Background: an optimization exercise with open tools, aiming at small area, a short achievable clock period and few clock cycles per item. Do not read the settings as production practice.
At most, simulation tests tie the RTL to the original design; equivalence was not proved.
For runs 1 to 5, only the layout was checked, not whether the RTL still works.

## flow/config.mk

```make
export PLATFORM = sky130hd
export DESIGN_NAME = tilt_vector_to_angle_sector
export DESIGN_NICKNAME = tilt_vector_to_angle_sector
export VERILOG_FILES = /design/flow/design.v
export SDC_FILE = /design/flow/constraint.sdc
export NUM_CORES = 4
export LEC_CHECK = 0
export CAP_MARGIN = 20
export CORE_MARGIN = 2
export CORE_UTILIZATION = 60
export SETUP_SLACK_MARGIN = 3.0
export SLEW_MARGIN = 20
```

## flow/constraint.sdc

```tcl
create_clock -name core_clock -period 5.0 [get_ports {clk}]
set_input_delay 1.0000 -clock core_clock [delete_from_list [all_inputs] [get_ports {clk}]]
set_output_delay 1.0000 -clock core_clock [all_outputs]
set_load 0.01 [all_outputs]
```

## flow/design.v

```verilog
`default_nettype none
package tvas_pkg;
  localparam int SAMPLE_W = 16;
  localparam int SECTOR_W = 5;
endpackage
`default_nettype wire
`default_nettype none
module tvas_ks_add #(
  parameter integer W = 8
) (
  input  wire [W-1:0] a,
  input  wire [W-1:0] b,
  input  wire         ci,
  output wire [W-1:0] s
);
  localparam integer L = (W <= 1) ? 1 : $clog2(W);
  wire [W-1:0] p0 = a ^ b;
  wire [W-1:0] g0 = a & b;
  wire [W-1:0] g [0:L];
  wire [W-1:0] p [0:L];
  assign g[0] = {g0[W-1:1], g0[0] | (p0[0] & ci)};
  assign p[0] = p0;
  genvar l, i;
  generate
    for (l = 0; l < L; l = l + 1) begin : g_lvl
      for (i = 0; i < W; i = i + 1) begin : g_bit
        if (i >= (1 << l)) begin : g_op
          assign g[l+1][i] = g[l][i] | (p[l][i] & g[l][i - (1 << l)]);
          assign p[l+1][i] = p[l][i] & p[l][i - (1 << l)];
        end else begin : g_pass
          assign g[l+1][i] = g[l][i];
          assign p[l+1][i] = p[l][i];
        end
      end
    end
  endgenerate
  assign s = p0 ^ {g[L][W-2:0], ci};
endmodule
`default_nettype wire
`default_nettype none
module tilt_vector_to_angle_sector (
  input  wire         clk,
  input  wire         rst,
  input  wire         accel_valid,
  output wire         accel_stall,
  input  wire  [15:0] accel_x,
  input  wire  [15:0] accel_y,
  output wire         sector_valid,
  input  wire         sector_stall,
  output wire  [4:0]  sector
);
  localparam integer XW  = 19;
  function automatic integer wy(input integer k);
    case (k)
      1: wy = 18; 2: wy = 18; 3: wy = 17; 4: wy = 16; 5: wy = 16;
      6: wy = 15; 7: wy = 14; 8: wy = 13; 9: wy = 12; 10: wy = 11;
      11: wy = 10; 12: wy = 9; 13: wy = 8; default: wy = 7;
    endcase
  endfunction
  function automatic [13:0] atan_step(input integer i);
    case (i)
      0: atan_step = 14'd8192; 1: atan_step = 14'd4836; 2: atan_step = 14'd2555;
      3: atan_step = 14'd1297; 4: atan_step = 14'd651;  5: atan_step = 14'd326;
      6: atan_step = 14'd163;  7: atan_step = 14'd81;   8: atan_step = 14'd41;
      9: atan_step = 14'd20;   10: atan_step = 14'd10;  11: atan_step = 14'd5;
      12: atan_step = 14'd3;   13: atan_step = 14'd1;   14: atan_step = 14'd1;
      default: atan_step = 14'd0;
    endcase
  endfunction
  reg        stall_q;
  wire       accept = accel_valid & ~stall_q;
  reg        v0, sx, sy;
  reg [15:0] ax, ay;
  always @(posedge clk) begin
    if (rst) v0 <= 1'b0;
    else     v0 <= accept;
    sx <= accel_x[15];
    sy <= accel_y[15];
    ax <= accel_x[15] ? 16'd0 - accel_x : accel_x;
    ay <= accel_y[15] ? 16'd0 - accel_y : accel_y;
  end
  wire        d0  = sx ^ sy;
  wire [16:0] s1x = {1'b0, ax} + {1'b0, ay};
  wire [15:0] s1y = d0 ? ay - ax : ax - ay;
  wire        yz  = (ay == 16'd0);
  wire        xz  = (ax == 16'd0);
  reg [16:0] n1x;
  reg [15:0] n1y;
  reg        n1d, n1b;
  always @* begin
    n1x = s1x; n1y = s1y; n1d = d0; n1b = sx;
    if (yz) begin
      n1x = 17'd32768; n1y = 16'd0 - 16'd32766; n1d = 1'b1; n1b = sx;
    end else if (xz) begin
      n1x = 17'd22000; n1y = 16'd0 - 16'd18000; n1d = 1'b0; n1b = sy;
    end
  end
  reg        v1, d0_1, b1;
  reg [16:0] x1;
  reg [15:0] y1;
  always @(posedge clk) begin
    if (rst) v1 <= 1'b0;
    else     v1 <= v0;
    x1   <= n1x;
    y1   <= n1y;
    d0_1 <= n1d;
    b1   <= n1b;
  end
  wire [XW*13-1:0] vx_bus;
  wire [18*13-1:0] vy_bus;
  wire [16*14-1:0] d_bus;
  wire [13:1]      b_bus;
  wire [13:1]      v_bus;
  wire [1:0]       d1314;             
  assign vx_bus[XW*1 +: XW] = {x1, 2'b00};
  assign vy_bus[18*1 +: 18] = {y1, 2'b00};
  assign d_bus[16*1 +: 16]  = {15'd0, d0_1};
  assign b_bus[1]           = b1;
  assign v_bus[1]           = v1;
  genvar k;
  generate
    for (k = 1; k <= 12; k = k + 1) begin : g_rot
      localparam integer W  = wy(k);
      localparam integer WN = wy(k + 1);
      localparam integer MW = W - 1 - k;   
      wire [XW-1:0]       vx = vx_bus[XW*k +: XW];
      wire signed [W-1:0] vy = vy_bus[18*k +: W];
      wire                dk = ~vy[W-1];     
      wire signed [W-1:0] ysh = vy >>> k;
      wire [XW-1:0]       xsh = vx >> k;
      wire [XW-1:0] nx;
      if (MW > 0) begin : g_m
        wire [MW-1:0] m = ysh[MW-1:0] ^ {MW{~dk}};
        tvas_ks_add #(.W(XW)) u_xa (.a(vx), .b({{(XW-MW){1'b0}}, m}), .ci(~dk), .s(nx));
      end else begin : g_inc
        assign nx = vx + {{(XW-1){1'b0}}, ~dk};
      end
      wire [WN-1:0] xs = xsh[WN-1:0] ^ {WN{dk}};
      wire [WN-1:0] ny;
      tvas_ks_add #(.W(WN)) u_ya (.a(vy[WN-1:0]), .b(xs), .ci(dk), .s(ny));
      reg bq, vq;
      always @(posedge clk) begin
        if (rst) vq <= 1'b0;
        else     vq <= v_bus[k];
        bq <= b_bus[k];
      end
      assign b_bus[k+1] = bq;
      assign v_bus[k+1] = vq;
      if (k < 12) begin : g_xy
        reg [XW-1:0] xq;
        reg [WN-1:0] yq;
        always @(posedge clk) begin
          xq <= nx;
          yq <= ny;
        end
        assign vx_bus[XW*(k+1) +: XW] = xq;
        assign vy_bus[18*(k+1) +: 18] = {{(18-WN){yq[WN-1]}}, yq};
      end
      if (k < 10) begin : g_d
        reg [k:0] dq;
        always @(posedge clk) dq <= {dk, d_bus[16*k +: k]};
        assign d_bus[16*(k+1) +: 16] = {{(15-k){1'b0}}, dq};
      end else begin : g_l
        wire [5:0] dlo = d_bus[16*k +: 6];
        wire [8:0] lin;
        if (k == 10) begin : g_l0
          wire [3:0] dm = d_bus[16*k + 6 +: 4];
          assign lin = ({9{dm[0]}} & 9'd163) + ({9{dm[1]}} & 9'd81) +
                       ({9{dm[2]}} & 9'd41)  + ({9{dm[3]}} & 9'd20);
        end else begin : g_l1
          assign lin = d_bus[16*k + 6 +: 9];
        end
        localparam [13:0] AK = atan_step(k);
        wire [8:0] lnx = lin + ({9{dk}} & AK[8:0]);
        if (k < 12) begin : g_lr
          reg [8:0] lq;
          reg [5:0] dq;
          always @(posedge clk) begin
            lq <= lnx;
            dq <= dlo;
          end
          assign d_bus[16*(k+1) +: 16] = {1'b0, lq, dq};
        end else begin : g_t
          reg [14:0] tlo;
          always @* begin
            case (dlo)
              6'd0: tlo = 15'd23677;
              6'd1: tlo = 15'd31869;
              6'd2: tlo = 15'd28513;
              6'd3: tlo = 15'd3937;
              6'd4: tlo = 15'd26232;
              6'd5: tlo = 15'd1656;
              6'd6: tlo = 15'd31068;
              6'd7: tlo = 15'd6492;
              6'd8: tlo = 15'd24974;
              6'd9: tlo = 15'd398;
              6'd10: tlo = 15'd29810;
              6'd11: tlo = 15'd5234;
              6'd12: tlo = 15'd27529;
              6'd13: tlo = 15'd2953;
              6'd14: tlo = 15'd32365;
              6'd15: tlo = 15'd7789;
              6'd16: tlo = 15'd24328;
              6'd17: tlo = 15'd32520;
              6'd18: tlo = 15'd29164;
              6'd19: tlo = 15'd4588;
              6'd20: tlo = 15'd26883;
              6'd21: tlo = 15'd2307;
              6'd22: tlo = 15'd31719;
              6'd23: tlo = 15'd7143;
              6'd24: tlo = 15'd25625;
              6'd25: tlo = 15'd1049;
              6'd26: tlo = 15'd30461;
              6'd27: tlo = 15'd5885;
              6'd28: tlo = 15'd28180;
              6'd29: tlo = 15'd3604;
              6'd30: tlo = 15'd248;
              6'd31: tlo = 15'd8440;
              6'd32: tlo = 15'd24003;
              6'd33: tlo = 15'd32195;
              6'd34: tlo = 15'd28839;
              6'd35: tlo = 15'd4263;
              6'd36: tlo = 15'd26558;
              6'd37: tlo = 15'd1982;
              6'd38: tlo = 15'd31394;
              6'd39: tlo = 15'd6818;
              6'd40: tlo = 15'd25300;
              6'd41: tlo = 15'd724;
              6'd42: tlo = 15'd30136;
              6'd43: tlo = 15'd5560;
              6'd44: tlo = 15'd27855;
              6'd45: tlo = 15'd3279;
              6'd46: tlo = 15'd32691;
              6'd47: tlo = 15'd8115;
              6'd48: tlo = 15'd24654;
              6'd49: tlo = 15'd78;
              6'd50: tlo = 15'd29490;
              6'd51: tlo = 15'd4914;
              6'd52: tlo = 15'd27209;
              6'd53: tlo = 15'd2633;
              6'd54: tlo = 15'd32045;
              6'd55: tlo = 15'd7469;
              6'd56: tlo = 15'd25951;
              6'd57: tlo = 15'd1375;
              6'd58: tlo = 15'd30787;
              6'd59: tlo = 15'd6211;
              6'd60: tlo = 15'd28506;
              6'd61: tlo = 15'd3930;
              6'd62: tlo = 15'd574;
              6'd63: tlo = 15'd8766;
              default: tlo = 15'd0;
            endcase
          end
          reg [4:0]  hq;
          reg [10:0] sq;
          always @(posedge clk) begin
            hq <= tlo[14:10];
            sq <= {1'b0, tlo[9:0]} + {2'b00, lnx};
          end
          assign d_bus[16*(k+1) +: 16] = {hq, sq};
          wire       d13 = ~ny[WN-1];
          wire [5:0] x13s = vx[18:13] + {5'd0, ~dk & (&vx[12:0])};
          wire [6:0] t12  = xs[6:0] + {6'd0, dk};
          wire [6:0] y14a = vy[6:0] + t12 - {1'b0, x13s};
          wire [6:0] y14b = vy[6:0] + t12 + {1'b0, x13s};
          reg d13q, d14q;
          always @(posedge clk) begin
            d13q <= d13;
            d14q <= d13 ? ~y14a[6] : ~y14b[6];
          end
          assign d1314 = {d14q, d13q};
        end
      end
    end
  endgenerate
  wire [10:0] s13  = d_bus[16*13 +: 11];
  wire [4:0]  h13  = d_bus[16*13 + 11 +: 5];
  wire        d13f = d1314[0];
  wire        d14f = d1314[1];
  wire        all1 = &s13[9:1];
  wire        cy   = s13[10] | (all1 & s13[0] & (d13f | d14f)) |
                     (all1 & ~s13[0] & d13f & d14f);
  wire [4:0]  hb   = h13 ^ {b_bus[13], 4'b0000};
  wire [4:0]  hb1  = (h13 + 5'd1) ^ {b_bus[13], 4'b0000};
  wire [4:0]  pd   = cy ? hb1 : hb;
  wire        pv   = v_bus[13];
  localparam integer DEPTH = 14;         
  localparam integer CAP   = DEPTH + 2;  
  localparam integer FQ    = CAP - 1;    
  localparam integer CW    = 5;
  localparam integer PW    = 4;
  reg  [CW-1:0] cnt_q;
  reg           out_v;
  reg  [4:0]    out_d;
  reg  [4:0]    fq [0:FQ-1];
  reg  [PW-1:0] wp, rp;
  reg  [PW:0]   fn;                      
  wire          f_empty = (fn == 0);
  wire [PW-1:0] wp_inc = (wp == FQ - 1) ? {PW{1'b0}} : wp + 1'b1;
  wire [PW-1:0] rp_inc = (rp == FQ - 1) ? {PW{1'b0}} : rp + 1'b1;
  wire [4:0]    fhead  = fq[rp];
  wire          push_go = pv & ~f_empty;
  wire          push_ho = pv & (out_v | ~f_empty);
  wire          pop_go  = ~f_empty;
  wire          pop_ho  = ~out_v & ~f_empty;
  wire [PW:0]   fn_go   = fn - {{PW{1'b0}}, pop_go & ~push_go};
  wire [PW:0]   fn_ho   = fn + {{PW{1'b0}}, push_ho & ~pop_ho} - {{PW{1'b0}}, pop_ho & ~push_ho};
  wire          ov_go   = pv | ~f_empty;
  wire          ov_ho   = out_v | pv | ~f_empty;
  wire [4:0]    od_go   = f_empty ? pd : fhead;
  wire [4:0]    od_ho   = out_v ? out_d : od_go;
  wire          push = sector_stall ? push_ho : push_go;
  wire          pop  = sector_stall ? pop_ho  : pop_go;
  wire [CW-1:0] cnt_p   = cnt_q + 1'b1;
  wire [CW-1:0] cnt_m   = cnt_q - 1'b1;
  wire [CW-1:0] cnt_go  = ~out_v ? (accept ? cnt_p : cnt_q) : (accept ? cnt_q : cnt_m);
  wire [CW-1:0] cnt_ho  = accept ? cnt_p : cnt_q;
  wire          st_go   = ~out_v ? (accept ? (cnt_q >= CAP - 1) : (cnt_q >= CAP))
                                 : (accept ? (cnt_q >= CAP)     : (cnt_q >= CAP + 1));
  wire          st_ho   = accept ? (cnt_q >= CAP - 1) : (cnt_q >= CAP);
  always @(posedge clk) begin
    if (rst) begin
      cnt_q   <= {CW{1'b0}};
      stall_q <= 1'b0;
      out_v   <= 1'b0;
      wp      <= {PW{1'b0}};
      rp      <= {PW{1'b0}};
      fn      <= {(PW+1){1'b0}};
    end else begin
      cnt_q   <= sector_stall ? cnt_ho : cnt_go;
      stall_q <= sector_stall ? st_ho  : st_go;
      out_v   <= sector_stall ? ov_ho  : ov_go;
      fn      <= sector_stall ? fn_ho  : fn_go;
      if (push) wp <= wp_inc;
      if (pop)  rp <= rp_inc;
    end
  end
  always @(posedge clk) begin
    out_d <= sector_stall ? od_ho : od_go;
    if (push) fq[wp] <= pd;
  end
  assign accel_stall  = stall_q;
  assign sector_valid = out_v;
  assign sector       = out_d;
endmodule
`default_nettype wire
```

## flow/run.sh

```bash
#!/bin/bash
# synth_recipe.tcl (not shown) runs the flow's synth.tcl, then flattens the netlist and writes it again
# the make line also repeats each setting of config.mk as NAME=value (left out here)
make -C /OpenROAD-flow-scripts/flow DESIGN_CONFIG=/design/flow/config.mk WORK_HOME=/design/flow/orfs CLKGATE_MAP_FILE= SYNTH_SCRIPT=/design/flow/synth_recipe.tcl finish
```

==> results of run 1 <==
[logic make-up (layout without fill, tap and decap cells)]
group           count (synthesis)  in the layout  synth area share (%)
mux                            53             53                  2.35
fa+ha+maj                     352            352                  13.1
flops                         667            667                  40.3
xor+xnor                      621            621                  15.5
compound gates                740            740                  13.8
buf+inv                       275            866                  3.02
simple gates                  846            846                  11.9
[per-layer routing]
layer | global-route usage (%) | vias to the layer above | part of all wire (%)
li1 | - | 13500 | -
met1 | 36.7 | 14400 | 40
met2 | 50.1 | 1269 | 50
met3 | 3.61 | 352 | 6.4
met4 | 7.86 | 0 | 3.9
met5 | 0 | - | 0
[per-stage QoR]
step	setup slack, ps	instance area, um2	hold slack (ps)	cells
detailed placement	1480	37400	312	4289
finish	2050	48700	320	4910
floorplan	2140	36600	310	3554
global route	1900	48700	323	4910
global placement	1560	37400	310	4289
CTS	2110	44700	317	4739
[sequential cells by signal, summed over array words and instances, names as in the netlist, 5 cells and up, named ones only]
signal	count
g_rot.g_l.g_lr.lq	18
fn	5
g_rot.g_d.dq	54
g_rot.bq	12
y1	16
g_rot.g_xy.yq	150
out_d	5
g_rot.g_l.g_t.hq	5
x1	16
ay	16
fq	75
g_rot.g_l.g_t.tlo	15
cnt_q	5
g_rot.g_l.g_t.sq	11
g_rot.g_l.g_lr.dq	6
g_rot.g_xy.xq	208
ax	16
g_rot.vq	12
[how the worst min path moves through the flow]
stage | endpoint | slack (ps)
after floorplan | g_rot[10].bq | 310
after global placement | g_rot[4].g_d.dq[3] | 310
after detailed placement | g_rot[3].g_d.dq[0] | 310
after CTS | g_rot[7].g_d.dq[5] | 320
after global routing | g_rot[5].g_d.dq[2] | 320
final | g_rot[5].g_d.dq[2] | 320
[cell usage after synthesis, types with 23 or more instances]
master,number,area share [%]
a21o_1,90,1.9
a21oi_1,225,3.2
a31oi_1,28,0.50
and3_1,45,0.80
clkbuf_1,46,0.49
dfxtp_1,587,33
edfxtp_1,80,6.8
fa_1,27,1.5
ha_1,325,12
inv_1,189,2.0
mux2i_1,27,0.77
mux4_2,23,1.5
nand2_1,203,2.2
nand2b_1,39,0.69
nand3_1,93,1.3
nand4_1,34,0.61
nor2_1,217,2.3
nor2b_1,54,0.96
nor3_1,53,0.76
o211ai_1,23,0.49
o21a_1,30,0.64
o21ai_0,79,1.1
o21ai_1,49,0.70
o21bai_1,43,0.92
o31ai_1,25,0.53
xnor2_1,421,11
xor2_1,198,4.9
[worst max-delay path, stage by stage (launching register included)]
cell and delay (ps):
dfxtp_4 410, nand4_1 170, nor4_4 410, ha_2 300, ha_4 160, nand3_2 90
xnor2_2 170, ha_1 300, and3b_1 180, a211o_1 220, a31oi_1 150, mux2i_1 120
xnor2_1 140
[layout by cell type (no fill, tap or decap), types with 34 or more instances in the layout]
cell type  Yosys  layout
buf_4          2     337
o21bai_1      43      34
o21ai_2        1      37
clkbuf_16      0      74
xor2_1       198     166
edfxtp_1      80      80
inv_2          7      35
nor2b_1       54      37
buf_6          1     127
dfxtp_4        0      38
nand3_1       93      67
o21ai_0       79      56
xnor2_2        1      51
nand4_1       34      34
a21oi_2        0      94
nand2_1      203     164
a21oi_1      225     109
nor2_1       217     178
ha_1         325     228
inv_1        189     149
dfxtp_2        0      34
dfxtp_1      587     515
a21o_1        90      88
ha_4           0      70
xnor2_1      421     348
and3_1        45      42
[area by class of cell]
class | count | area, um2 | share of cell area [%]
multi-input cells | 2612 | 25200 | 51.6
flip-flops and latches | 667 | 14300 | 29.4
repair buffers | 535 | 4970 | 10.2
clock buffers | 91 | 2000 | 4.09
well taps | 765 | 957 | 1.96
inverters | 197 | 779 | 1.60
clock inverters | 43 | 549 | 1.13
[repair_timing]
| item | in CTS | in global routing |
|---|---|---|
| gates resized for setup | 564 | 507 |
| setup endpoints to repair | 478 | 386 |
| pin swaps | 353 | 400 |
| gates cloned | 3 | 0 |
| setup buffers | 313 | 171 |
| hold buffers | 0 | 0 |
==> impl_metrics.py, run 1 <==
metrics = {
    "run_status": {
        "status": "finished clean",
    },
    "placement": {
        "gp_congestion": 0.897,
        "dp.final_hpwl_mm": 57.1,
        "numPortBuffers": 42,
    },
    "layout": {
        "n_antenna_cell": 0,
        "drive_gt1_share_pct": 36.1,
        "area_growth_pct": 38.9,
        "final_util_pct": 84.3,
        "fillerInstances": 2813,
        "finalNetCount": 4473,
    },
    "floorplan": {
        "floorplan.rows": 88,
        "die_x_um": 246,
        "core_um2": 57800,
        "die_y_um": 246,
        "die_area_um2": 60500,
        "io_pins": 43,
        "start_util_pct": 60.7,
    },
    "timing": {
        "tightest_slew_ps": 863,
        "tns_ps": 0,
        "finalCriticalPeriod_ps": 2950,
        "rsz0062_at_grt": "yes",
        "final_max_slew_viol_count": 0,
        "relSlewSlack_pct": 42.3,
        "fin_crit_sh_pct": 59.0,
        "hold_viol": 0,
        "clock_skew_ps": 32.0,
        "setup_viol": 0,
        "clock.fmax_mhz": 339,
    },
    "cts": {
        "cts_tree": "done",
        "clk_latency_ps": 640,
        "clk_path_buf_depth": 3,
        "cts_buffers": 72,
        "cts-root-buf": "clkbuf_16",
        "cts.sinks": 667,
        "htreeDepth": 3,
        "clk_transition_reported_paths_ps": 60,
    },
    "critical_path": {
        "r2r-end": "g_rot[12].g_l.g_t.d14q",
        "required_ps": 5500,
        "cp-endpoint": "g_rot[12].g_l.g_t.d14q",
        "worstPathMaxFanout": 6,
        "criticalPathCategory": "flop to flop",
        "rrSetupSlack_ps": 2050,
        "r2r_start": "g_rot[11].g_xy.yq[8]",
        "arrival_ps": 3450,
        "endpoint_kind": "flop",
        "ff2ff_path_depth": 12,
        "start_kind": "flop",
        "crit_start": "g_rot[11].g_xy.yq[8]",
    },
    "global_routing": {
        "grt_first_pass_wirelength_mm": 140,
        "antenna_found_initial": 0,
        "grt_pass1_vias": 27800,
        "grtUsageTotal_pct": 28.5,
        "grt_max_degree": 35,
        "grt_overflow": 0,
    },
    "detailed_routing": {
        "drt-initial-drc-count": 2253,
        "ant_nets": 0,
        "wl_per_cell_um": 21.7,
        "vias": 29600,
        "totalWireLength_mm": 107,
        "drt_first_pass_iters": 6,
        "route.detailed.drc": 0,
        "via_per_inst": 6.02,
    },
    "yosys": {
        "ys.flop_type": "dfxtp_1",
        "synthArstFlopShare_pct": 0,
        "ys_ff_latch": 667,
        "ys_warn_count": 13,
        "netlist_area_um2": 35100,
        "synth_fp_nets": 3942,
        "synthCells": 3554,
        "ys_types": 92,
        "synth.avg_cell_area_um2": 9.88,
        "ys_seq_area_share_pct": 40.3,
        "synth_edf_count": 80,
    },
    "min_path": {
        "hp-class": "flop to flop",
        "hp-start": "g_rot[4].g_d.dq[2]",
        "hold_depth": 0,
    },
    "job": {
        "maxCapViolCount": 0,
    },
}
==> run 2: changes to the inputs <==
--- a/flow/design.v
+++ b/flow/design.v
@@ -127,13 +127,21 @@
       wire signed [W-1:0] vy = vy_bus[18*k +: W];
       wire                dk = ~vy[W-1];     
       wire signed [W-1:0] ysh = vy >>> k;
-      wire [XW-1:0]       xsh = vx >> k;
+      wire [XW-1:0]       xsh = (k < 10) ? (vx >> k) : (vx >> (k - 8));
       wire [XW-1:0] nx;
       if (MW > 0) begin : g_m
         wire [MW-1:0] m = ysh[MW-1:0] ^ {MW{~dk}};
         tvas_ks_add #(.W(XW)) u_xa (.a(vx), .b({{(XW-MW){1'b0}}, m}), .ci(~dk), .s(nx));
-      end else begin : g_inc
+      end else if (k < 10) begin : g_inc
         assign nx = vx + {{(XW-1){1'b0}}, ~dk};
+      end else begin : g_inc_s
+        assign nx = {8'd0, vx[10:0] + {10'd0, ~dk}};
+      end
+      wire [XW-1:0] nxr;                   
+      if (k == 9) begin : g_sat
+        assign nxr = {8'd0, nx[18:10], (&nx[9:2]) ? nx[1:0] : 2'b00};
+      end else begin : g_nosat
+        assign nxr = nx;
       end
       wire [WN-1:0] xs = xsh[WN-1:0] ^ {WN{dk}};
       wire [WN-1:0] ny;
@@ -147,13 +155,13 @@
       assign b_bus[k+1] = bq;
       assign v_bus[k+1] = vq;
       if (k < 12) begin : g_xy
-        reg [XW-1:0] xq;
+        reg [((k < 9) ? XW : 11)-1:0] xq;
         reg [WN-1:0] yq;
         always @(posedge clk) begin
-          xq <= nx;
+          xq <= nxr;
           yq <= ny;
         end
-        assign vx_bus[XW*(k+1) +: XW] = xq;
+        assign vx_bus[XW*(k+1) +: XW] = {{(XW - $bits(xq)){1'b0}}, xq};
         assign vy_bus[18*(k+1) +: 18] = {{(18-WN){yq[WN-1]}}, yq};
       end
       if (k < 10) begin : g_d
@@ -259,10 +267,16 @@
           end
           assign d_bus[16*(k+1) +: 16] = {hq, sq};
           wire       d13 = ~ny[WN-1];
-          wire [5:0] x13s = vx[18:13] + {5'd0, ~dk & (&vx[12:0])};
-          wire [6:0] t12  = xs[6:0] + {6'd0, dk};
-          wire [6:0] y14a = vy[6:0] + t12 - {1'b0, x13s};
-          wire [6:0] y14b = vy[6:0] + t12 + {1'b0, x13s};
+          wire [5:0] x13s = nx[10:5];
+          wire [6:0] ua = {1'b1, ~x13s};       
+          wire [6:0] ub = {1'b0, x13s};
+          wire [6:0] sa = vy[6:0] ^ xs[6:0] ^ ua;
+          wire [6:0] sb = vy[6:0] ^ xs[6:0] ^ ub;
+          wire [6:0] ca = {(vy[5:0] & xs[5:0]) | (vy[5:0] & ua[5:0]) | (xs[5:0] & ua[5:0]), dk};
+          wire [6:0] cb = {(vy[5:0] & xs[5:0]) | (vy[5:0] & ub[5:0]) | (xs[5:0] & ub[5:0]), dk};
+          wire [6:0] y14a, y14b;
+          tvas_ks_add #(.W(7)) u_y14a (.a(sa), .b(ca), .ci(1'b1), .s(y14a));
+          tvas_ks_add #(.W(7)) u_y14b (.a(sb), .b(cb), .ci(1'b0), .s(y14b));
           reg d13q, d14q;
           always @(posedge clk) begin
             d13q <= d13;
@@ -286,25 +300,19 @@
   wire        pv   = v_bus[13];
   localparam integer DEPTH = 14;         
   localparam integer CAP   = DEPTH + 2;  
-  localparam integer FQ    = CAP - 1;    
   localparam integer CW    = 5;
-  localparam integer PW    = 4;
+  localparam integer PW    = 4;          
   reg  [CW-1:0] cnt_q;
   reg           out_v;
   reg  [4:0]    out_d;
-  reg  [4:0]    fq [0:FQ-1];
+  reg  [4:0]    fq [0:(1 << PW) - 1];
   reg  [PW-1:0] wp, rp;
-  reg  [PW:0]   fn;                      
-  wire          f_empty = (fn == 0);
-  wire [PW-1:0] wp_inc = (wp == FQ - 1) ? {PW{1'b0}} : wp + 1'b1;
-  wire [PW-1:0] rp_inc = (rp == FQ - 1) ? {PW{1'b0}} : rp + 1'b1;
-  wire [4:0]    fhead  = fq[rp];
+  wire          f_empty = (wp == rp);
+  wire [4:0]    fhead   = fq[rp];
   wire          push_go = pv & ~f_empty;
   wire          push_ho = pv & (out_v | ~f_empty);
   wire          pop_go  = ~f_empty;
   wire          pop_ho  = ~out_v & ~f_empty;
-  wire [PW:0]   fn_go   = fn - {{PW{1'b0}}, pop_go & ~push_go};
-  wire [PW:0]   fn_ho   = fn + {{PW{1'b0}}, push_ho & ~pop_ho} - {{PW{1'b0}}, pop_ho & ~push_ho};
   wire          ov_go   = pv | ~f_empty;
   wire          ov_ho   = out_v | pv | ~f_empty;
   wire [4:0]    od_go   = f_empty ? pd : fhead;
@@ -325,14 +333,12 @@
       out_v   <= 1'b0;
       wp      <= {PW{1'b0}};
       rp      <= {PW{1'b0}};
-      fn      <= {(PW+1){1'b0}};
     end else begin
       cnt_q   <= sector_stall ? cnt_ho : cnt_go;
       stall_q <= sector_stall ? st_ho  : st_go;
       out_v   <= sector_stall ? ov_ho  : ov_go;
-      fn      <= sector_stall ? fn_ho  : fn_go;
-      if (push) wp <= wp_inc;
-      if (pop)  rp <= rp_inc;
+      if (push) wp <= wp + 1'b1;
+      if (pop)  rp <= rp + 1'b1;
     end
   end
   always @(posedge clk) begin
--- a/flow/config.mk
+++ b/flow/config.mk
@@ -7,6 +7,6 @@
 export LEC_CHECK = 0
 export CAP_MARGIN = 20
 export CORE_MARGIN = 2
-export CORE_UTILIZATION = 60
-export SETUP_SLACK_MARGIN = 3.0
+export CORE_UTILIZATION = 40
+export SETUP_SLACK_MARGIN = 2.5
 export SLEW_MARGIN = 20
==> impl_metrics.py, run 2 <==
metrics = {
    "run_status": {
        "status": "finished clean",
    },
    "placement": {
        "gp_congestion": 0.845,
        "numPortBuffers": 42,
        "dp.final_hpwl_mm": 54.0,
    },
    "layout": {
        "final_common_cell": "dfxtp_1",
        "final_cell_mix": "526 x dfxtp_1, 362 x xnor2_1, 282 x ha_1",
        "largest_reg_flops": 184,
        "area_growth_pct": 22.7,
        "regMostFlops": "g_rot.g_xy.xq",
        "drive_gt1_share_pct": 18.5,
        "n_antenna_cell": 0,
        "ff_latch_area_um2": 13800,
        "finalNetCount": 4112,
        "reg.largest.list": "g_rot.g_xy.xq (184), g_rot.g_xy.yq (150), fq (80)",
        "fillerInstances": 7777,
        "multiInputGateArea_um2": 21500,
    },
    "critical_path": {
        "path_buf_inv": 1,
        "required_ps": 5510,
        "worstPathMaxFanout": 3,
        "slowest_delay_ps": 580,
        "r2r-end": "g_rot[12].g_l.g_t.d14q",
        "r2r_start": "g_rot[11].g_xy.xq[3]",
        "critPathTopFamily": "adder cells",
        "crit_chain": "nand4_1 > nor2_2 > and2_4 > and3_4 > nand3_4 > xor2_2 > fa_2 > inv_2 > ha_4 > nor3_2 > a31oi_1 > a21boi_2 > o311ai_1 > mux2i_1 > xnor2_1",
        "start_kind": "flop",
        "ff2ff_path_depth": 15,
        "criticalPathCategory": "flop to flop",
        "arrival_ps": 3430,
        "crit_slowest_cell": "fa_2",
        "endpoint_kind": "flop",
        "rrSetupSlack_ps": 2080,
    },
    "yosys": {
        "synthTopCellsByArea": "dfxtp_1 33%, ha_1 12%, xnor2_1 9.7%, edfxtp_1 7.4%, xor2_1 5.3%",
        "synth_edf_count": 85,
        "synth_common_cells": "558 x dfxtp_1, 381 x xnor2_1, 319 x ha_1",
        "synth_fp_nets": 3893,
        "synthArstFlopShare_pct": 0,
        "ys_types": 76,
        "yosys.area.top_type": "dfxtp_1",
        "ys.flop_type": "dfxtp_1",
        "post-synth-top-count-cell": "dfxtp_1",
        "synthCells": 3502,
        "ys_warn_count": 14,
        "ys_ff_latch": 643,
        "netlist_area_um2": 34400,
        "synth.avg_cell_area_um2": 9.81,
        "ys_seq_area_share_pct": 40.0,
        "yosysTopAreaCellShare_pct": 32.5,
    },
    "min_path": {
        "hp-start": "g_rot[7].g_d.dq[3]",
        "hold_end": "g_rot[8].g_d.dq[3]",
        "hold_depth": 0,
        "hp-class": "flop to flop",
    },
    "timing": {
        "setup_viol": 0,
        "relSlewSlack_pct": 40.0,
        "rsz0062_at_grt": "yes",
        "fin_hold_ws_ps": 324,
        "tightest_slew_ps": 898,
        "final_max_slew_viol_count": 0,
        "clock.fmax_mhz": 343,
        "fin_crit_sh_pct": 58.4,
        "tns_ps": 0,
        "hold_viol": 0,
        "clock_skew_ps": 47.0,
        "finalCriticalPeriod_ps": 2920,
    },
    "global_routing": {
        "grt_max_degree": 43,
        "grt_pass1_vias": 24200,
        "grt_first_pass_wirelength_mm": 122,
        "grt_overflow": 0,
        "antenna_found_initial": 0,
        "grtUsageTotal_pct": 16.5,
    },
    "job": {
        "maxCapViolCount": 0,
    },
    "floorplan": {
        "core_um2": 85100,
        "start_util_pct": 40.3,
        "die_y_um": 297,
        "die_x_um": 297,
        "die_area_um2": 88200,
        "floorplan.rows": 107,
        "io_pins": 43,
    },
    "cts": {
        "clk_latency_ps": 640,
        "cts-root-buf": "clkbuf_16",
        "clk_transition_reported_paths_ps": 60,
        "cts.sinks": 643,
        "clk_path_buf_depth": 3,
        "htreeDepth": 3,
        "cts_tree": "done",
        "cts_buffers": 72,
        "cts_hold_buf": 0,
    },
    "detailed_routing": {
        "ant_nets": 0,
        "via_per_inst": 5.07,
        "route.detailed.drc": 0,
        "totalWireLength_mm": 76.4,
        "vias": 25000,
        "wl_per_cell_um": 15.5,
        "drt-initial-drc-count": 1361,
        "drt_first_pass_iters": 6,
    },
}
## run 2: cell count changes after synthesis, moves of 16 or more
cell / delta
xnor2_1: -40
o21ai_0: +61
clkbuf_1: +16
o21ai_1: -48
dfxtp_1: -29
nand2b_1: +18
## run 2: through the flow
step	instances	setup slack (ps)	instance area, um2	util, %
floorplan	3502	2280	34600	-
global placement	4624	1780	36200	42.5
detailed placement	4624	1720	36200	42.5
CTS	4850	2090	40300	47.4
global route	4924	1900	42200	49.5
finish	4924	2080	42200	49.5
## run 2: cells by family after synthesis
group                      Yosys count  share of synthesized area (%)
AOI/OAI and AO/OA                  706                           13.1
xor gates and xnor gates           587                           15.0
adders and majority gates          355                           13.7
buffers and inverters              279                           3.09
DFF                                643                           40.0
muxes                               53                           2.56
and+or+nand+nor                    879                           12.6
## run 2: worst max path at each step
stage | slack, ps | cells after the start | endpoint | start
CTS | 2090 | 15 | g_rot[12].g_l.g_t.d14q | g_rot[11].g_xy.xq[2]
global route | 1900 | 16 | g_rot[12].g_l.g_t.d14q | g_rot[11].g_xy.xq[3]
global placement | 1780 | 6 | fq[1][3] | sector_stall
detailed placement | 1720 | 6 | fq[1][4] | sector_stall
floorplan | 2280 | 15 | g_rot[12].g_l.g_t.d14q | g_rot[11].g_xy.xq[1]
finish | 2080 | 15 | g_rot[12].g_l.g_t.d14q | g_rot[11].g_xy.xq[3]
## run 2: what timing repair did
item	in CTS	in global routing
setup endpoints to repair	191	226
resized for setup	204	282
setup buffers	90	74
pin swaps	109	165
cloned	3	0
## run 2: metal layers
| metal | track usage (%) | wire, um | up-vias | part of all wire [%] |
|---|---|---|---|---|
| li1 | - | - | 12600 | - |
| met4 | 4.09 | 1310 | 0 | 1.7 |
| met3 | 2.51 | 2810 | 106 | 3.7 |
| met1 | 22.2 | 36100 | 11900 | 47 |
| met2 | 27.8 | 36100 | 394 | 47 |
| met5 | 0 | 0 | - | 0 |
## run 2: layout make-up
cell class | instances | share of cell area [%]
multi-input cells | 2580 | 51.0
flip-flops and latches | 643 | 32.7
repair buffers | 230 | 5.08
clock buffers | 99 | 4.74
well taps | 1144 | 3.40
inverters | 194 | 1.75
clock inverters | 34 | 1.37
==> run 3: changes to the inputs <==
--- a/flow/config.mk
+++ b/flow/config.mk
@@ -5,6 +5,7 @@
 export SDC_FILE = /design/flow/constraint.sdc
 export NUM_CORES = 4
 export LEC_CHECK = 0
+export ABC_AREA = 1
 export CAP_MARGIN = 20
 export CORE_MARGIN = 2
 export CORE_UTILIZATION = 40
==> impl_metrics.py, run 3 <==
metrics = {
    "run_status": {
        "status": "finished clean",
    },
    "layout": {
        "final_common_cell": "nand2_1",
        "final_cell_area_um2": 40900,
        "largest_reg_flops": 184,
        "finalNetCount": 4916,
        "area_growth_pct": 13.2,
        "n_antenna_cell": 0,
        "reg.largest.list": "g_rot.g_xy.xq (184), g_rot.g_xy.yq (150), fq (80)",
        "final_cell_mix": "885 x nand2_1, 546 x dfxtp_1, 500 x inv_1",
        "drive_gt1_share_pct": 5.93,
        "regMostFlops": "g_rot.g_xy.xq",
        "stdcell_count": 5759,
    },
    "global_routing": {
        "grt_pass1_vias": 27400,
        "grt_max_degree": 42,
        "antenna_found_initial": 0,
        "grt_overflow": 0,
        "grt_first_pass_wirelength_mm": 137,
        "grtUsageTotal_pct": 17.7,
    },
    "yosys": {
        "ys.flop_type": "dfxtp_1",
        "ys_types": 60,
        "ys_warn_count": 14,
        "synth_common_cells": "892 x nand2_1, 558 x dfxtp_1, 504 x inv_1",
        "ys_ff_latch": 643,
        "ys_seq_area_share_pct": 37.9,
        "post-synth-top-count-cell": "nand2_1",
        "netlist_area_um2": 36200,
        "synthTopCellsByArea": "dfxtp_1 31%, ha_1 11%, nand2_1 9.3%, xor2_1 8.0%, edfxtp_1 7.1%",
        "synth_edf_count": 85,
        "synth.avg_cell_area_um2": 8.15,
        "synth_fp_nets": 4828,
        "yosys.area.top_type": "dfxtp_1",
        "synthArstFlopShare_pct": 0,
        "yosysTopAreaCellShare_pct": 30.9,
        "synthCells": 4437,
    },
    "floorplan": {
        "floorplan.rows": 110,
        "io_pins": 43,
        "die_area_um2": 92900,
        "die_y_um": 305,
        "start_util_pct": 40.3,
        "die_x_um": 305,
        "core_um2": 89900,
    },
    "timing": {
        "tightest_slew_ps": 967,
        "relSlewSlack_pct": 35.5,
        "finalCriticalPeriod_ps": 2870,
        "setup_viol": 0,
        "clock_skew_ps": 37.4,
        "final_max_slew_viol_count": 0,
        "rsz0062_at_grt": "yes",
        "clock.fmax_mhz": 348,
        "fin_crit_sh_pct": 57.4,
        "tns_ps": 0,
        "hold_viol": 0,
    },
    "min_path": {
        "hp-class": "flop to flop",
    },
    "cts": {
        "htreeDepth": 3,
        "clk_transition_reported_paths_ps": 60,
        "cts_tree": "done",
        "cts_hold_buf": 0,
        "cts.sinks": 643,
        "clk_path_buf_depth": 3,
        "cts-root-buf": "clkbuf_16",
        "cts_buffers": 72,
        "clk_latency_ps": 640,
    },
    "detailed_routing": {
        "ant_nets": 0,
        "wl_per_cell_um": 14.3,
        "route.detailed.drc": 0,
        "drt-initial-drc-count": 1633,
        "via_per_inst": 4.90,
        "totalWireLength_mm": 82.6,
        "drt_first_pass_iters": 7,
        "vias": 28200,
    },
    "placement": {
        "place_area_um2": 37800,
        "dp.cells": 5586,
        "numPortBuffers": 42,
        "dp.final_hpwl_mm": 64.3,
        "gp_congestion": 0.896,
    },
    "critical_path": {
        "worstPathMaxFanout": 2,
        "arrival_ps": 3370,
        "rrSetupSlack_ps": 2130,
        "endpoint_kind": "flop",
        "required_ps": 5500,
        "criticalPathCategory": "flop to flop",
        "start_kind": "flop",
    },
    "job": {
        "maxCapViolCount": 0,
    },
}
-- run 3: per-stage QoR --
stage          utilization [%]  hold WS, ps  setup slack, ps
2_1_floorplan                -          310             2290
3_3_place_gp              42.1          310             1710
3_5_place_dp              42.1          312             1730
4_1_cts                   45.1          297             2130
5_1_grt                   45.6          297             1940
6_report                  45.6          299             2130
-- run 3: cell type report --
| type | instances | area [um2] |
|---|---|---|
| timing repair inverter | 1 | 7.51 |
| tap | 1176 | 1470 |
| timing repair buffer | 92 | 832 |
| fill | 8710 | 48900 |
| clock inverter | 35 | 435 |
| clock buffer | 97 | 2060 |
| sequential | 643 | 13800 |
| inverter | 511 | 1930 |
| multi-input combinational | 3204 | 20500 |
-- run 3: worst paths after layout --
kind / cells after the start / startpoint / end
max: 19 / g_rot[11].g_xy.xq[3] / g_rot[12].g_l.g_t.d14q
min: 0 / g_rot[1].g_d.dq[0] / g_rot[2].g_d.dq[0]
max reg2reg: 19 / g_rot[11].g_xy.xq[3] / g_rot[12].g_l.g_t.d14q
min reg2reg: 0 / g_rot[1].g_d.dq[0] / g_rot[2].g_d.dq[0]
-- run 3: what timing repair did --
| action | CTS | global route |
|---|---|---|
| gates resized for setup | 39 | 55 |
| gates cloned | 0 | 1 |
| setup endpoints to repair | 104 | 66 |
| pin swaps | 13 | 17 |
| setup buffers | 14 | 26 |
-- run 3: logic make-up after synthesis --
kind of cell	Yosys count	synth area share, %
and+or+nand+nor	1646	18.9
AOI/OAI and AO/OA	651	10.4
DFF	643	37.9
buffers and inverters	590	6.35
xor gates and xnor gates	551	13.3
adders and majority gates	355	13.0
muxes	1	0.0277
-- run 3: worst max-delay path, cell delays in order, from the launching register on --
cell,delay [ps]
dfxtp_1,310
nand4_1,110
nor2_2,150
nand2_2,80
nor2_2,100
nand2_1,80
nor2_2,140
nand2_2,80
xor2_2,170
fa_2,570
inv_1,80
ha_4,270
nand2_1,60
buf_4,130
inv_1,50
nand4_1,110
nand3_1,100
nand2_1,60
nand3_1,60
nand2_1,50
-- run 3: routing by layer --
metal  vias up  global-route usage (%)  routed length [um]
li1      14700                       -                   -
met2       553                    30.2               38700
met3       110                    2.42                3850
met5         -                       0                   0
met4         0                    4.72                1600
met1     12900                    23.4               38500
==> run 4: changes to the inputs <==
--- a/flow/design.v
+++ b/flow/design.v
@@ -267,7 +267,8 @@
           end
           assign d_bus[16*(k+1) +: 16] = {hq, sq};
           wire       d13 = ~ny[WN-1];
-          wire [5:0] x13s = nx[10:5];
+          wire       e    = ~dk & (&vx[4:0]);
+          wire [5:0] x13s = vx[10:5];
           wire [6:0] ua = {1'b1, ~x13s};       
           wire [6:0] ub = {1'b0, x13s};
           wire [6:0] sa = vy[6:0] ^ xs[6:0] ^ ua;
@@ -275,8 +276,8 @@
           wire [6:0] ca = {(vy[5:0] & xs[5:0]) | (vy[5:0] & ua[5:0]) | (xs[5:0] & ua[5:0]), dk};
           wire [6:0] cb = {(vy[5:0] & xs[5:0]) | (vy[5:0] & ub[5:0]) | (xs[5:0] & ub[5:0]), dk};
           wire [6:0] y14a, y14b;
-          tvas_ks_add #(.W(7)) u_y14a (.a(sa), .b(ca), .ci(1'b1), .s(y14a));
-          tvas_ks_add #(.W(7)) u_y14b (.a(sb), .b(cb), .ci(1'b0), .s(y14b));
+          tvas_ks_add #(.W(7)) u_y14a (.a(sa), .b(ca), .ci(~e), .s(y14a));
+          tvas_ks_add #(.W(7)) u_y14b (.a(sb), .b(cb), .ci(e), .s(y14b));
           reg d13q, d14q;
           always @(posedge clk) begin
             d13q <= d13;
--- a/flow/config.mk
+++ b/flow/config.mk
@@ -5,7 +5,6 @@
 export SDC_FILE = /design/flow/constraint.sdc
 export NUM_CORES = 4
 export LEC_CHECK = 0
-export ABC_AREA = 1
 export CAP_MARGIN = 20
 export CORE_MARGIN = 2
 export CORE_UTILIZATION = 40
==> impl_metrics.py, run 4 <==
metrics = {
    "timing": {
        "clock_skew_ps": 27.6,
        "final_max_slew_viol_count": 0,
        "fin_crit_sh_pct": 53.8,
        "setup_viol": 0,
        "hold_viol": 0,
        "tns_ps": 0,
        "setup_ws_ps": 2310,
        "relSlewSlack_pct": 36.7,
        "clock.fmax_mhz": 372,
        "finalCriticalPeriod_ps": 2690,
        "rsz0062_at_grt": "yes",
        "tightest_slew_ps": 948,
    },
    "floorplan": {
        "floorplan.rows": 106,
        "die_x_um": 293,
        "core_um2": 83300,
        "io_pins": 43,
        "start_util_pct": 40.2,
        "die_area_um2": 86000,
        "die_y_um": 293,
    },
    "cts": {
        "clk_transition_reported_paths_ps": 60,
        "cts_buffers": 71,
        "cts-root-buf": "clkbuf_16",
        "cts_tree": "done",
        "clk_path_buf_depth": 3,
        "htreeDepth": 3,
        "cts.sinks": 643,
        "clk_latency_ps": 620,
    },
    "critical_path": {
        "start_kind": "flop",
        "required_ps": 5490,
        "crit_chain": "buf_6 > buf_6 > mux2i_4 > fa_2 > nor2b_2 > o21ai_2 > a21boi_2 > o41a_1 > a311o_1 > a21oi_2 > nor2b_1 > xor2_1",
        "worstPathMaxFanout": 6,
        "ff2ff_path_depth": 12,
        "r2r-end": "g_rot[3].g_xy.xq[16]",
        "r2r_start": "g_rot[2].g_xy.yq[16]",
        "arrival_ps": 3180,
        "crit_slowest_cell": "o41a_1",
        "endpoint_kind": "flop",
        "rrSetupSlack_ps": 2310,
        "slowest_delay_ps": 430,
        "criticalPathCategory": "flop to flop",
        "crit_top_cell": "buf_6",
    },
    "detailed_routing": {
        "wl_per_cell_um": 15.6,
        "route.detailed.drc": 0,
        "totalWireLength_mm": 73.3,
        "drt_first_pass_iters": 5,
        "vias": 23400,
        "ant_nets": 0,
        "via_per_inst": 4.96,
        "drt-initial-drc-count": 1261,
    },
    "placement": {
        "dp.cells": 4412,
        "place_area_um2": 35200,
        "dp.final_hpwl_mm": 53.3,
        "gp_congestion": 0.860,
        "numPortBuffers": 42,
        "post-place-ws_ps": 1580,
    },
    "min_path": {
        "hold_depth": 0,
        "hp-start": "g_rot[2].bq",
        "hp-class": "flop to flop",
        "hold_end": "g_rot[3].bq",
    },
    "yosys": {
        "yosys.area.top_type": "dfxtp_1",
        "synthArstFlopShare_pct": 0,
        "synthTopCellsByArea": "dfxtp_1 33%, ha_1 12%, xnor2_1 10%, edfxtp_1 7.6%, xor2_1 5.5%",
        "synth_edf_count": 85,
        "synthCells": 3346,
        "ys_types": 80,
        "netlist_area_um2": 33500,
        "yosysTopAreaCellShare_pct": 33.4,
        "ys_warn_count": 14,
        "ys_seq_area_share_pct": 41.0,
        "post-synth-top-count-cell": "dfxtp_1",
        "ys_ff_latch": 643,
        "ys.flop_type": "dfxtp_1",
        "synth_fp_nets": 3741,
        "synth_common_cells": "558 x dfxtp_1, 389 x xnor2_1, 322 x ha_1",
        "synth.avg_cell_area_um2": 10.0,
    },
    "layout": {
        "regMostFlops": "g_rot.g_xy.xq",
        "final_cell_mix": "527 x dfxtp_1, 365 x xnor2_1, 302 x ha_1",
        "finalNetCount": 3967,
        "final_cell_area_um2": 40700,
        "largest_reg_flops": 184,
        "stdcell_count": 4707,
        "area_growth_pct": 21.7,
        "reg.largest.list": "g_rot.g_xy.xq (184), g_rot.g_xy.yq (150), fq (80)",
        "n_antenna_cell": 0,
        "final_util_pct": 48.9,
        "drive_gt1_share_pct": 18.2,
        "final_common_cell": "dfxtp_1",
    },
    "run_status": {
        "status": "finished clean",
    },
    "global_routing": {
        "grt_pass1_vias": 22700,
        "grtUsageTotal_pct": 16.8,
        "grt_overflow": 0,
        "grt_max_degree": 43,
        "antenna_found_initial": 1,
        "grt_first_pass_wirelength_mm": 118,
    },
    "job": {
        "maxCapViolCount": 0,
    },
}
[run 4: cell types whose count changed after synthesis, sizes merged, moves of 29 or more]
cell,before,now
a21o,31,68
a21oi,269,194
and3,1,30
inv,508,219
nand2,896,191
nand2b,0,42
nand3,234,82
nor2,370,205
nor2b,0,55
o21ai,208,140
xnor2,221,389
xor2,330,212
[run 4: final cells by class]
cell class / count / area (um2)
Fill cell: 7558 / 42600
Multi-Input combinational cell: 2410 / 20300
Sequential cell: 643 / 13800
Clock buffer: 99 / 2040
Timing Repair Buffer: 226 / 1960
Tap cell: 1080 / 1350
Inverter: 220 / 831
Clock inverter: 29 / 432
[run 4: kinds of logic (layout without fill, tap and decap cells)]
group	Yosys count	after routing	synth area share, %
adders and majority gates	359	359	14.3
xor gates and xnor gates	601	601	15.7
muxes	53	53	2.63
DFF	643	643	41.0
buffers and inverters	293	574	3.32
AOI/OAI and AO/OA	647	647	12.3
and+or+nand+nor	750	750	10.7
[run 4: what timing repair did]
| item | in CTS | in global routing |
|---|---|---|
| pin swaps | 65 | 176 |
| setup endpoints to repair | 262 | 203 |
| hold buffers | 0 | 0 |
| resized for setup | 150 | 244 |
| buffers inserted | 79 | 88 |
[run 4: worst max-delay path: cells and delay by family, from the launching register on]
kind	cells	cell delay (ps)
AOI/OAI and AO/OA	5	1240
DFF	1	390
buffers and inverters	2	270
adders and majority gates	1	250
muxes	1	150
xor gates and xnor gates	1	140
and+or+nand+nor	2	120
[run 4: through the flow]
step                hold slack [ps]
global route                    314
finish                          304
floorplan                       310
detailed placement              312
global placement                310
CTS                             302
[run 4: worst max path at each step]
stage                              start                       to  slack (ps)  depth (start not counted)
finish              g_rot[2].g_xy.yq[16]     g_rot[3].g_xy.xq[16]        2310                         12
global route        g_rot[11].g_xy.yq[8]  g_rot[12].g_l.g_t.sq[8]        2190                         14
CTS                 g_rot[2].g_xy.yq[16]     g_rot[3].g_xy.yq[15]        2350                         10
detailed placement          sector_stall                 fq[1][1]        1580                          6
global placement    g_rot[4].g_xy.yq[15]     g_rot[5].g_xy.yq[14]        1680                         12
floorplan           g_rot[11].g_xy.yq[8]  g_rot[12].g_l.g_t.sq[9]        2380                         15
[run 4: metal layers]
layer,share of wire (%),vias up,GRT usage (%)
li1,-,12000,-
met3,3.6,111,2.51
met1,48,10900,23.0
met5,0,-,0
met4,2.2,0,4.38
met2,46,348,27.7
==> run 5: changes to the inputs <==
--- a/flow/design.v
+++ b/flow/design.v
@@ -259,11 +259,18 @@
               default: tlo = 15'd0;
             endcase
           end
+          wire [10:0] o1 = {1'b0, tlo[9:0]};
+          wire [10:0] o2 = {2'b00, lin};
+          wire [10:0] o3 = {9'd0, dk, dk};
+          wire [10:0] cs = o1 ^ o2 ^ o3;
+          wire [10:0] cc = {(o1[9:0] & o2[9:0]) | (o1[9:0] & o3[9:0]) | (o2[9:0] & o3[9:0]), 1'b0};
+          wire [10:0] sq_n;
+          tvas_ks_add #(.W(11)) u_sq (.a(cs), .b(cc), .ci(1'b0), .s(sq_n));
           reg [4:0]  hq;
           reg [10:0] sq;
           always @(posedge clk) begin
             hq <= tlo[14:10];
-            sq <= {1'b0, tlo[9:0]} + {2'b00, lnx};
+            sq <= sq_n;
           end
           assign d_bus[16*(k+1) +: 16] = {hq, sq};
           wire       d13 = ~ny[WN-1];
--- a/flow/config.mk
+++ b/flow/config.mk
@@ -5,6 +5,7 @@
 export SDC_FILE = /design/flow/constraint.sdc
 export NUM_CORES = 4
 export LEC_CHECK = 0
+export ABC_AREA = 1
 export CAP_MARGIN = 20
 export CORE_MARGIN = 2
 export CORE_UTILIZATION = 40
==> impl_metrics.py, run 5 <==
metrics = {
    "yosys": {
        "synthTopCellsByArea": "dfxtp_1 31%, ha_1 11%, nand2_1 9.1%, xor2_1 8.0%, edfxtp_1 7.0%",
        "synth.avg_cell_area_um2": 8.24,
        "ys_ff_latch": 643,
        "yosys.area.top_type": "dfxtp_1",
        "synth_common_cells": "881 x nand2_1, 558 x dfxtp_1, 490 x inv_1",
        "synth_edf_count": 85,
        "synthCells": 4402,
        "synthArstFlopShare_pct": 0,
        "netlist_area_um2": 36300,
        "post-synth-top-count-cell": "nand2_1",
        "ys.flop_type": "dfxtp_1",
        "ys_seq_area_share_pct": 37.8,
        "ys_warn_count": 14,
        "yosysTopAreaCellShare_pct": 30.8,
        "synth_fp_nets": 4801,
        "ys_types": 64,
    },
    "cts": {
        "clk_latency_ps": 620,
        "cts.sinks": 643,
        "cts-root-buf": "clkbuf_16",
        "cts_hold_buf": 0,
        "cts_buffers": 71,
        "cts_tree": "done",
        "clk_transition_reported_paths_ps": 60,
        "htreeDepth": 3,
        "clk_path_buf_depth": 3,
    },
    "critical_path": {
        "worstPathMaxFanout": 29,
        "required_ps": 5480,
        "path_buf_inv": 1,
        "criticalPathCategory": "flop to flop",
        "arrival_ps": 2850,
        "slowest_delay_ps": 490,
        "crit_slowest_cell": "a21oi_1",
        "crit_chain": "buf_6 > xor2_1 > ha_1 > a21oi_1 > o21ai_1 > a21oi_1 > o21ai_2 > xor2_1",
        "critPathTopFamily": "compound AO/OA/AOI/OAI gates",
        "start_kind": "flop",
        "endpoint_kind": "flop",
    },
    "detailed_routing": {
        "vias": 28000,
        "route.detailed.drc": 0,
        "via_per_inst": 4.91,
        "drt_first_pass_iters": 6,
        "ant_nets": 0,
        "totalWireLength_mm": 82.3,
        "drt-initial-drc-count": 1878,
        "wl_per_cell_um": 14.4,
    },
    "layout": {
        "regMostFlops": "g_rot.g_xy.xq",
        "final_cell_area_um2": 40600,
        "largest_reg_flops": 184,
        "reg.largest.list": "g_rot.g_xy.xq (184), g_rot.g_xy.yq (150), fq (80)",
        "final_cell_mix": "880 x nand2_1, 548 x dfxtp_1, 489 x inv_1",
        "drive_gt1_share_pct": 5.13,
        "finalNetCount": 4871,
        "final_common_cell": "nand2_1",
        "area_growth_pct": 11.9,
        "n_antenna_cell": 0,
    },
    "job": {
        "maxCapViolCount": 0,
    },
    "timing": {
        "rsz0062_at_grt": "no",
        "tightest_slew_ps": 994,
        "finalCriticalPeriod_ps": 2370,
        "clock.fmax_mhz": 423,
        "relSlewSlack_pct": 33.7,
        "final_max_slew_viol_count": 0,
        "setup_ws_ps": 2630,
        "fin_crit_sh_pct": 47.3,
        "setup_viol": 0,
        "tns_ps": 0,
        "hold_viol": 0,
        "clock_skew_ps": 23.1,
    },
    "floorplan": {
        "die_x_um": 305,
        "floorplan.rows": 110,
        "start_util_pct": 40.4,
        "core_um2": 89900,
        "die_y_um": 305,
        "io_pins": 43,
        "die_area_um2": 93100,
    },
    "global_routing": {
        "grt-busiest-layer": "met2",
        "gr-usage-met3_pct": 2.16,
        "grtUsageTotal_pct": 17.5,
        "use_met1_pct": 24.6,
        "grt_overflow": 0,
        "grt_max_degree": 42,
        "met2_usage_pct": 28.3,
        "grt_first_pass_wirelength_mm": 135,
        "grt_pass1_vias": 26600,
        "antenna_found_initial": 0,
    },
    "placement": {
        "gp_congestion": 0.883,
        "dp.final_hpwl_mm": 64.5,
        "place_area_um2": 37800,
        "post-place-ws_ps": 2020,
        "numPortBuffers": 42,
    },
    "min_path": {
        "hp-class": "flop to flop",
    },
    "run_status": {
        "status": "finished clean",
    },
}
## run 5: stage by stage
| stage | utilization, % | hold slack [ps] | cells |
|---|---|---|---|
| 2_1_floorplan | - | 310 | 4402 |
| 3_3_place_gp | 42.1 | 310 | 5556 |
| 3_5_place_dp | 42.1 | 312 | 5556 |
| 4_1_cts | 44.8 | 317 | 5682 |
| 5_1_grt | 45.1 | 324 | 5700 |
| 6_report | 45.1 | 318 | 5700 |
## run 5: cell type report
class	instances	area, um2
Sequential cell	643	13800
Fill cell	8740	49300
Tap cell	1176	1470
Timing Repair Buffer	69	694
Clock inverter	39	529
Multi-Input combinational cell	3191	20400
Clock buffer	86	1890
Inverter	496	1870
## run 5: routing by layer
| metal | wire length [um] | vias up |
|---|---|---|
| met4 | 1450 | 0 |
| li1 | - | 14500 |
| met1 | 40400 | 12800 |
| met2 | 36800 | 574 |
| met3 | 3740 | 108 |
| met5 | 0 | - |
## run 5: kinds of logic (layout without fill, tap and decap cells)
kind of cell	Yosys count	count (layout)	share of synthesized area [%]
compound gates	661	661	10.5
xor+xnor	545	545	13.2
fa+ha+maj	363	363	13.3
buf+inv	568	690	6.23
flops	643	643	37.8
mux	2	2	0.0552
simple gates	1620	1620	18.9
## run 5: path summary, 6_finish.rpt
path / from / endpoint / slack, ps / depth (start not counted)
min reg2reg: g_rot[12].g_l.g_t.tlo[13] / g_rot[12].g_l.g_t.hq[3] / 320 / 0
min: g_rot[12].g_l.g_t.tlo[13] / g_rot[12].g_l.g_t.hq[3] / 320 / 0
max reg2reg: g_rot[2].g_xy.yq[16] / g_rot[3].g_xy.xq[13] / 2630 / 8
max: g_rot[2].g_xy.yq[16] / g_rot[3].g_xy.xq[13] / 2630 / 8
## run 5: repair_timing
item / in CTS / in global routing
buffers inserted: 1 / 17
resized for setup: 19 / 26
endpoints found under the hold margin: 0 / 0
setup endpoints to repair: 104 / 63
==> run 6: changes to the inputs <==
--- a/flow/design.v
+++ b/flow/design.v
@@ -161,7 +161,7 @@
           xq <= nxr;
           yq <= ny;
         end
-        assign vx_bus[XW*(k+1) +: XW] = {{(XW - $bits(xq)){1'b0}}, xq};
+        assign vx_bus[XW*(k+1) +: XW] = {{(XW - ((k < 9) ? XW : 11)){1'b0}}, xq};
         assign vy_bus[18*(k+1) +: 18] = {{(18-WN){yq[WN-1]}}, yq};
       end
       if (k < 10) begin : g_d
==> impl_metrics.py, run 6 <==
metrics = {
    "cts": {
        "clk_transition_reported_paths_ps": 60,
        "clk_path_buf_depth": 3,
        "clk_latency_ps": 620,
        "cts.sinks": 643,
        "htreeDepth": 3,
        "cts_tree": "done",
        "cts_buffers": 71,
        "cts-root-buf": "clkbuf_16",
    },
    "yosys": {
        "synth.avg_cell_area_um2": 8.24,
        "synth_xor_area_share_pct": 13.2,
        "synthCells": 4402,
        "ys_seq_area_share_pct": 37.8,
        "synth_compound_area_share_pct": 10.5,
        "synth-adder-area-share_pct": 13.3,
        "ys_types": 64,
        "synth_top_family_by_area": "simple AND/OR/NAND/NOR gates",
        "post-synth-top-count-cell": "nand2_1",
        "synth_common_cells": "881 x nand2_1, 558 x dfxtp_1, 490 x inv_1",
        "synthTopCellsByArea": "dfxtp_1 31%, ha_1 11%, nand2_1 9.1%, xor2_1 8.0%, edfxtp_1 7.0%",
        "ys.flop_type": "dfxtp_1",
        "synth_fp_nets": 4801,
        "synth_mux_area_share_pct": 0.0552,
        "ys_warn_count": 14,
        "ys_ff_latch": 643,
        "synth-simple-area-share_pct": 18.9,
        "yosysTopAreaCellShare_pct": 30.8,
        "synth_edf_count": 85,
        "yosys.area.top_type": "dfxtp_1",
        "netlist_area_um2": 36300,
        "synthArstFlopShare_pct": 0,
    },
    "global_routing": {
        "antenna_found_initial": 0,
        "grt_overflow": 0,
        "grt_pass1_vias": 26600,
        "grt_max_degree": 42,
        "grt_first_pass_wirelength_mm": 135,
        "grtUsageTotal_pct": 17.5,
    },
    "timing": {
        "finalCriticalPeriod_ps": 2370,
        "clock.fmax_mhz": 423,
        "setup_viol": 0,
        "tns_ps": 0,
        "clock_skew_ps": 23.1,
        "relSlewSlack_pct": 33.7,
        "tightest_slew_ps": 994,
        "hold_viol": 0,
        "final_max_slew_viol_count": 0,
        "rsz0062_at_grt": "no",
        "fin_crit_sh_pct": 47.3,
    },
    "placement": {
        "numPortBuffers": 42,
        "gp_congestion": 0.883,
        "place_area_um2": 37800,
        "dp.final_hpwl_mm": 64.5,
    },
    "critical_path": {
        "endpoint_kind": "flop",
        "worstPathMaxFanout": 29,
        "arrival_ps": 2850,
        "ff2ff_path_depth": 8,
        "required_ps": 5480,
        "rrSetupSlack_ps": 2630,
        "start_kind": "flop",
        "criticalPathCategory": "flop to flop",
        "crit_start": "g_rot[2].g_xy.yq[16]",
        "r2r-end": "g_rot[3].g_xy.xq[13]",
        "cp-endpoint": "g_rot[3].g_xy.xq[13]",
        "r2r_start": "g_rot[2].g_xy.yq[16]",
    },
    "layout": {
        "reg.largest.list": "g_rot.g_xy.xq (184), g_rot.g_xy.yq (150), fq (80)",
        "largest_reg_flops": 184,
        "final_cell_mix": "880 x nand2_1, 548 x dfxtp_1, 489 x inv_1",
        "final_cell_area_um2": 40600,
        "drive_gt1_share_pct": 5.13,
        "n_antenna_cell": 0,
        "final_common_cell": "nand2_1",
        "regMostFlops": "g_rot.g_xy.xq",
        "finalNetCount": 4871,
        "area_growth_pct": 11.9,
    },
    "floorplan": {
        "die_area_um2": 93100,
        "io_pins": 43,
        "die_y_um": 305,
        "floorplan.rows": 110,
        "die_x_um": 305,
        "start_util_pct": 40.4,
        "core_um2": 89900,
    },
    "min_path": {
        "hp-class": "flop to flop",
        "hold_depth": 0,
    },
    "detailed_routing": {
        "via_per_inst": 4.91,
        "wl_per_cell_um": 14.4,
        "drt-initial-drc-count": 1878,
        "drt_first_pass_iters": 6,
        "vias": 28000,
        "totalWireLength_mm": 82.3,
        "ant_nets": 0,
        "route.detailed.drc": 0,
    },
    "job": {
        "maxCapViolCount": 0,
    },
    "run_status": {
        "status": "finished clean",
    },
}
-- run 6: kinds of logic after synthesis --
family | after synthesis
xor gates and xnor gates | 545
AOI/OAI and AO/OA | 661
buffers and inverters | 568
adders and majority gates | 363
muxes | 2
DFF | 643
and+or+nand+nor | 1620
-- run 6: area by class of cell --
class / instances / area, um2
fill: 8740 / 49300
multi-input combinational: 3191 / 20400
sequential: 643 / 13800
clock buffer: 86 / 1890
inverter: 496 / 1870
tap: 1176 / 1470
timing repair buffer: 69 / 694
clock inverter: 39 / 529
-- run 6: how the worst min path moves through the flow --
stage | from | to | slack, ps
2_1_floorplan | g_rot[9].bq | g_rot[10].bq | 310
3_3_place_gp | g_rot[9].g_d.dq[0] | g_rot[10].g_l.g_lr.dq[0] | 310
3_5_place_dp | g_rot[8].g_d.dq[5] | g_rot[9].g_d.dq[5] | 310
4_1_cts | g_rot[6].g_d.dq[1] | g_rot[7].g_d.dq[1] | 320
5_1_grt | g_rot[4].g_d.dq[4] | g_rot[5].g_d.dq[4] | 320
6_report | g_rot[12].g_l.g_t.tlo[13] | g_rot[12].g_l.g_t.hq[3] | 320
-- run 6: per-stage QoR --
| stage | std cells | hold slack, ps | worst slack, ps | utilization [%] |
|---|---|---|---|---|
| CTS | 5682 | 317 | 2500 | 44.8 |
| floorplan | 4402 | 310 | 2690 | - |
| detailed placement | 5556 | 312 | 2020 | 42.1 |
| global placement | 5556 | 310 | 2030 | 42.1 |
| finish | 5700 | 318 | 2630 | 45.1 |
| global route | 5700 | 324 | 2510 | 45.1 |
-- run 6: what timing repair did --
action | in CTS | in global routing
pin swaps | 0 | 0
gates resized for setup | 19 | 26
setup endpoints to repair | 104 | 63
buffers inserted | 1 | 17
hold buffers | 0 | 0
-- run 6: routing by layer --
layer  GRT usage, %  vias up  part of all wire (%)
met5              0        -                     0
met4           4.84        0                   1.8
met3           2.16      108                   4.5
met2           28.3      574                    45
met1           24.6    12800                    49
li1               -    14500                     -
-- run 6: worst max-delay path, stage by stage, from the launching register on --
cell	delay [ps]
dfxtp_1	320
buf_6	300
xor2_1	180
ha_1	290
a21oi_1	150
o21ai_1	140
a21oi_1	490
o21ai_2	180
xor2_1	180
Testbench counts of run 6, summed over its fixed seeds: cycles 16,120, items 16,000.

-- static timing again, ports no longer ideal --
The flow's constraints put no driver on any port. The routed layouts listed below were extracted and timed again, unchanged, in two steps. Step 1 assumes that a clkbuf_16 drives the clock port and a buf_2 every other input. Step 2, shift: input delay + t, output delay - t, t = (earliest + latest rising clock arrival at the registers) / 2. This alone moves slack from input paths to output paths. Three values: no drivers, after step 1, after step 2; two values: the first two.
run	t, ns	setup slack, ns	latest minus earliest clock arrival (ns)
run 1	0.692	2.050 / 2.050 / 2.050	0.039 / 0.039
run 2	0.682	2.080 / 2.080 / 1.926	0.069 / 0.069
run 3	0.684	2.128 / 2.128 / 1.974	0.046 / 0.046
run 4	0.673	2.310 / 2.310 / 2.002	0.033 / 0.032
run 5	0.679	2.634 / 2.634 / 2.048	0.028 / 0.027
run 6	0.679	2.634 / 2.634 / 2.048	0.028 / 0.027
After both steps setup and hold are still met in every run listed.
